This design comes from an exercise in tuning for small area and a short achievable clock period on the open sky130 flow, not from production work. Function was checked by simulation only, so behaviour that the tests miss may differ from the original. Power figures rest on the tool's default switching activity, not on a simulated workload.

// divTop
module divTop (
    input  logic        clk,
    input  logic        arstN,
    input  logic        inValid,
    input  logic [15:0] dividend,
    input  logic [15:0] divisor,
    output logic        outValid,
    output logic [15:0] quotient,
    output logic [15:0] remainder,
    output logic        err
);
    logic [14:0] am_c, dm_c;
    logic        neg_c, err_c;
    assign am_c  = dividend[15] ? (~dividend[14:0] + 15'd1) : dividend[14:0];
    assign dm_c  = divisor[15] ? (~divisor[14:0] + 15'd1) : divisor[14:0];
    assign neg_c = dividend[15] ^ divisor[15];
    assign err_c = (dividend == 16'h8000) || (divisor[14:0] == 15'd0);
    logic am14_c, dOne_c;
    assign am14_c = dividend[15] ? (~dividend[14] ^ (dividend[13:0] == 14'd0)) : dividend[14];
    assign dOne_c = (divisor == 16'h0001) || (divisor == 16'hffff);
    logic [0:0] qs0, r0;
    assign qs0 = am14_c & dOne_c;
    assign r0  = am14_c & ~dOne_c;
    logic [13:0] ar_1;
    assign ar_1 = am_c[13:0];
    logic v_1;
    always_ff @(posedge clk or negedge arstN)
        if (!arstN) v_1 <= 1'b0;
        else        v_1 <= inValid;
    logic [14:0] d_1;
    logic [13:0] a_1;
    logic [0:0] q_1;
    logic [0:0] r_1;
    logic [0:0] neg_1;
    logic [0:0] err_1;
    always_ff @(posedge clk) begin
        d_1 <= dm_c;
        a_1 <= ar_1;
        q_1 <= qs0;
        r_1 <= r0;
        neg_1 <= neg_c;
        err_1 <= err_c;
    end
    logic [1:0] s1;
    assign s1 = {r_1, a_1[13]};
    logic [2:0] t1;
    assign t1 = {1'b0, s1} - {1'b0, d_1[1:0]};
    logic qb1;
    assign qb1 = ~t1[2] & (d_1[14:2] == 13'd0);
    logic [1:0] r1;
    assign r1 = qb1 ? t1[1:0] : s1;
    logic [1:0] qs1;
    assign qs1 = {q_1, qb1};
    logic [2:0] s2;
    assign s2 = {r1, a_1[12]};
    logic [3:0] t2;
    assign t2 = {1'b0, s2} - {1'b0, d_1[2:0]};
    logic qb2;
    assign qb2 = ~t2[3] & (d_1[14:3] == 12'd0);
    logic [2:0] r2;
    assign r2 = qb2 ? t2[2:0] : s2;
  ...
Settings: LEC_CHECK=0, CAP_MARGIN=20, CORE_MARGIN=2, CORE_UTILIZATION=40, CTS_BUF_LIST=sky130_fd_sc_hd__clkbuf_16, CTS_CLUSTER_DIAMETER=150, CTS_CLUSTER_SIZE=25, SLEW_MARGIN=20; clock period 11.0 ns.
standard.sh (not shown) runs the stock make flow with config.mk's settings and CLKGATE_MAP_FILE= SYNTH_SCRIPT=/design/flow/synth_recipe.tcl, a recipe that flattens the netlist after the stock synthesis.
==> flow/flow/run.sh <==
#!/bin/bash
# Standard layout (the standard.sh), with timing repair aiming a few ns below the clock
# period (flow/margin.txt, passed as SETUP_SLACK_MARGIN) and any extra ORFS make variables
# listed one per line in flow/extra.txt. The whole output goes to standard_flow.log here.
set -euo pipefail
cd "$(dirname "$0")/.."
MARGIN=$(cat flow/margin.txt)
ARGS=()
if [[ -f flow/extra.txt ]]; then
  while IFS= read -r line; do
    [[ -n "$line" ]] && ARGS+=("$line")
  done < flow/extra.txt
fi
bash standard.sh "SETUP_SLACK_MARGIN=$MARGIN" "${ARGS[@]}" finish > standard_flow.log 2>&1
==> flow/flow/extra.txt <==
BUFFER_PORTS_ARGS=-buffer_cell sky130_fd_sc_hd__buf_2
==> flow/flow/margin.txt <==
7
The baseline passed the timing, design-rule and antenna checks.
Edit:
==> flow/flow/margin.txt (replaced) <==
7.8
- ABC_AREA: not set -> 1
What happened: Synthesized area increases by 13%. First-iteration DRC count increases by 140%. Non-clock buffer count decreases by 16. Hold slack loses 0.0033 ns. Setup slack improves by 1.3 ns.
Edit:
==> flow/flow/margin.txt (replaced) <==
7.5
- TNS_END_PERCENT: not set -> 10
=> Final area falls by 8.3%. Via count falls by 4.4%. Die area stays the same. First-iteration DRC count falls by 20%. Combinational power falls by 16%. Worst hold slack gains 0.0054 ns. Count of clock-buffer cells in the layout is unchanged. Clock power falls by 5.0%.
Edit:
- CORE_UTILIZATION: 40 -> 50
- TNS_END_PERCENT: 10 -> not set
Result: The changed run finished clean. Worst setup slack gets worse by 0.028 ns. Count of clock-buffer cells in the layout does not change. Final area is lower by 0.65%. Clock power is higher by about 0.8%. Flip-flop and latch count stays the same.

* * *

divTop, a different RTL version from the one above (not shown whole).
For scale: roughly 1,300 cells after synthesis, ~320 flip-flops, ~69 I/O pins, about 14,000 µm² of cells after synthesis.
// divTop
module divTop (
    input  logic        clk,
    input  logic        arstN,
    input  logic        inValid,
    input  logic [15:0] dividend,
    input  logic [15:0] divisor,
    output logic        outValid,
    output logic [15:0] quotient,
    output logic [15:0] remainder,
    output logic        err
);
clock: 11.0 ns
lec_check: 0
cap_margin: 20
core_margin: 2
core_utilization: 40
cts_buf_list: sky130_fd_sc_hd__clkbuf_16
cts_cluster_size: 20
slew_margin: 20
==> flow/flow/margin.txt <==
7
Scripts as last shown in full above: flow/flow/run.sh, flow/flow/extra.txt
Rerun with:
Settings changed: CTS_CLUSTER_DIAMETER from default to 150, CTS_CLUSTER_SIZE 20 to 30.
The new run completed without violations.
Worst setup slack gets worse by 0.012 ns.
Hold slack gains 0.0070 ns.
Cell count went down by 1.9%.
Critical path depth came out higher by 2.
Core utilization is lower by 2.0 points.
Clock-buffer cell count is lower by 22.
Via count shrinks by 1.5%.
Total power decreases by 13%.
Global-route usage goes down by 0.42 points.
Final area decreases by 3.9%.
Rerun with:
==> flow/run.sh (new file) <==
#!/bin/bash
# synth_recipe.tcl (not shown) runs the flow's synth.tcl, then flattens the netlist and writes it again
# the make line also repeats each setting of config.mk as NAME=value (left out here)
make -C /OpenROAD-flow-scripts/flow DESIGN_CONFIG=/design/flow/config.mk WORK_HOME=/design/flow/orfs CLKGATE_MAP_FILE= SYNTH_SCRIPT=/design/flow/synth_recipe.tcl finish
Settings changed: CTS_BUF_LIST sky130_fd_sc_hd__clkbuf_16 to default, CTS_CLUSTER_DIAMETER 150 to default, CTS_CLUSTER_SIZE 30 to default, SETUP_SLACK_MARGIN from default to 5.
removed: flow/flow/run.sh
removed: flow/flow/extra.txt
removed: flow/flow/margin.txt
removed: flow/standard.sh
Effect: The changed run passed the timing, design-rule and antenna checks; worst setup slack got worse by 0.94 ns; synthesized cell count does not change; core utilization went down by 2.1 points; final cell count drops by 2.3%.
Rerun with:
==> flow/flow/run.sh (new file) <==
#!/bin/bash
# Standard layout, with timing repair aiming MARGIN ns below the clock period.
set -euo pipefail
cd "$(dirname "$0")/.."
MARGIN=$(cat flow/margin.txt)
bash standard.sh SETUP_SLACK_MARGIN=$MARGIN finish > standard_flow.log 2>&1
==> flow/flow/margin.txt (new file) <==
7.5
==> flow/standard.sh (new file) <==
#!/bin/bash
# synth_recipe.tcl (not shown) runs the flow's synth.tcl, then flattens the netlist and writes it again
# the make line also repeats each setting of config.mk as NAME=value (left out here)
make -C /OpenROAD-flow-scripts/flow DESIGN_CONFIG=/design/flow/config.mk WORK_HOME=/design/flow/orfs CLKGATE_MAP_FILE= SYNTH_SCRIPT=/design/flow/synth_recipe.tcl "${@:-finish}"
Settings changed: SETUP_SLACK_MARGIN 5 to default.
removed: flow/run.sh
The changed run completed with no timing, DRC or antenna violations.
Via count came out higher by 7.8%.
Routed wire length came out higher by 15%.
Non-clock buffer count came out higher by 136.
Total power came out higher by 14%.
Final area came out higher by 19%.
Cell count came out higher by 7.6%.
Critical path depth came out lower by 9.
Clock-buffer cell count came out higher by 2.
Rerun with:
==> flow/flow/run.sh (replaced) <==
#!/bin/bash
# Standard layout (the standard.sh), with timing repair aiming a few ns below the clock
# period (flow/margin.txt, passed as SETUP_SLACK_MARGIN) and any extra ORFS make variables
# listed one per line in flow/extra.txt. The whole output goes to standard_flow.log here.
set -euo pipefail
cd "$(dirname "$0")/.."
MARGIN=$(cat flow/margin.txt)
ARGS=()
if [[ -f flow/extra.txt ]]; then
  while IFS= read -r line; do
    [[ -n "$line" ]] && ARGS+=("$line")
  done < flow/extra.txt
fi
bash standard.sh "SETUP_SLACK_MARGIN=$MARGIN" "${ARGS[@]}" finish > standard_flow.log 2>&1
==> flow/flow/extra.txt (new file) <==
BUFFER_PORTS_ARGS=-buffer_cell sky130_fd_sc_hd__buf_2
==> flow/flow/margin.txt (replaced) <==
6.5
Settings changed: CTS_BUF_LIST from default to sky130_fd_sc_hd__clkbuf_16, CTS_CLUSTER_DIAMETER from default to 150, CTS_CLUSTER_SIZE from default to 30.
The new run produced a clean layout.
Synthesized area does not change.
Cell count came out lower by 7.5%.
Worst hold slack gets better by 0.010 ns.
Rerun with:
==> flow/flow/margin.txt (replaced) <==
7
Settings changed: CORE_UTILIZATION 40 to 65, CTS_BUF_LIST sky130_fd_sc_hd__clkbuf_16 to default, CTS_CLUSTER_DIAMETER 150 to default, CTS_CLUSTER_SIZE 30 to default.
Effect: Wire length went up by about 14%; setup slack improved by 0.033 ns; flip-flop and latch count is unchanged; utilization went up by 37 points; area after synthesis stays the same; die area went down by about 40%; worst hold slack got worse by 0.013 ns; maximum frequency went up by 0.77%; via count went up by 7.7%; clock-buffer cell count went up by 23; total power went up by 24%.

* * *

RTL: one of the versions met above, not the one the previous note started from.
Size: about 2000 cells after synthesis, about 320 flip-flops, roughly 69 I/O pins, about 15000 um^2 of cells after synthesis.
clock: 11.0 ns
lec_check: 0
abc_area: 1
cap_margin: 20
core_margin: 2
core_utilization: 40
cts_buf_list: sky130_fd_sc_hd__clkbuf_16
cts_cluster_diameter: 150
cts_cluster_size: 25
slew_margin: 20
tns_end_percent: 10
==> flow/flow/run.sh <==
#!/bin/bash
# Standard layout (the standard.sh), with timing repair aiming a few ns below the clock
# period (flow/margin.txt, passed as SETUP_SLACK_MARGIN) and any extra ORFS make variables
# listed one per line in flow/extra.txt. The whole output goes to standard_flow.log here.
set -euo pipefail
cd "$(dirname "$0")/.."
MARGIN=$(cat flow/margin.txt)
ARGS=()
if [[ -f flow/extra.txt ]]; then
  while IFS= read -r line; do
    [[ -n "$line" ]] && ARGS+=("$line")
  done < flow/extra.txt
fi
bash standard.sh "SETUP_SLACK_MARGIN=$MARGIN" "${ARGS[@]}" finish > standard_flow.log 2>&1
==> flow/flow/extra.txt <==
BUFFER_PORTS_ARGS=-buffer_cell sky130_fd_sc_hd__buf_2
==> flow/flow/margin.txt <==
7.8
Then changed:
==> flow/flow/margin.txt (replaced) <==
7.35
- TNS_END_PERCENT: 10 -> not set
Result: The new run ran to the end with no violations. Non-clock buffer count decreases by 28. Routed wire length came out lower by about 7%. Count of clock-buffer cells in the layout does not change. Design area decreases by 6.9%. Area after synthesis does not change. Clock skew came out lower by 0.0067 ns. Final cell count is lower by 1.4%. Clock power went down by 4.4%.

[separate check: timing with driven ports]
The flow's constraints put no driver on any port. The routed layouts listed below were extracted and timed again, unchanged, in two steps. Step 1 sets driving cells, clkbuf_16 on the clock port and buf_2 on the other inputs (assumed; they add their load-dependent delay and slew). Step 2, shift: input delay + t, output delay - t, t = (earliest + latest rising clock arrival at the registers) / 2. This alone moves slack from input paths to output paths. Slacks: ideal ports / drivers / drivers and shift; pairs: ideal ports / drivers.
| run | t (ns) | setup WS [ns] | worst hold slack (ns) |
|---|---|---|---|
| the first run of note 1 | 0.542 | 6.506 / 6.506 / 6.506 | 0.323 / 0.323 / 0.323 |
| the second run of note 1 | 0.562 | 7.795 / 7.741 / 7.473 | 0.320 / 0.320 / 0.320 |
| the third run of note 1 | 0.543 | 7.707 / 7.707 / 7.325 | 0.325 / 0.325 / 0.325 |
| the fourth run of note 1 | 0.548 | 7.679 / 7.679 / 7.365 | 0.326 / 0.326 / 0.326 |
| the first run of note 2 | 0.575 | 6.801 / 6.789 / 6.405 | 0.324 / 0.324 / 0.324 |
| the second run of note 2 | 0.550 | 6.789 / 6.782 / 6.418 | 0.331 / 0.331 / 0.331 |
| the third run of note 2 | 0.554 | 5.846 / 5.846 / 5.811 | 0.324 / 0.324 / 0.324 |
| the fourth run of note 2 | 0.567 | 6.799 / 6.750 / 6.338 | 0.323 / 0.323 / 0.323 |
| the fifth run of note 2 | 0.554 | 6.663 / 6.645 / 6.139 | 0.333 / 0.333 / 0.333 |
| the sixth run of note 2 | 0.599 | 6.696 / 6.696 / 6.347 | 0.321 / 0.321 / 0.321 |
| the first run of note 3 | 0.558 | 7.780 / 7.753 / 7.458 | 0.320 / 0.320 / 0.320 |
| the second run of note 3 | 0.544 | 7.609 / 7.609 / 7.325 | 0.327 / 0.327 / 0.327 |
After both steps setup and hold are still met in every run listed. The setup slack of the fifth run of note 2, which loses most, moves by -0.018 ns with the drivers and by -0.524 ns with both steps.
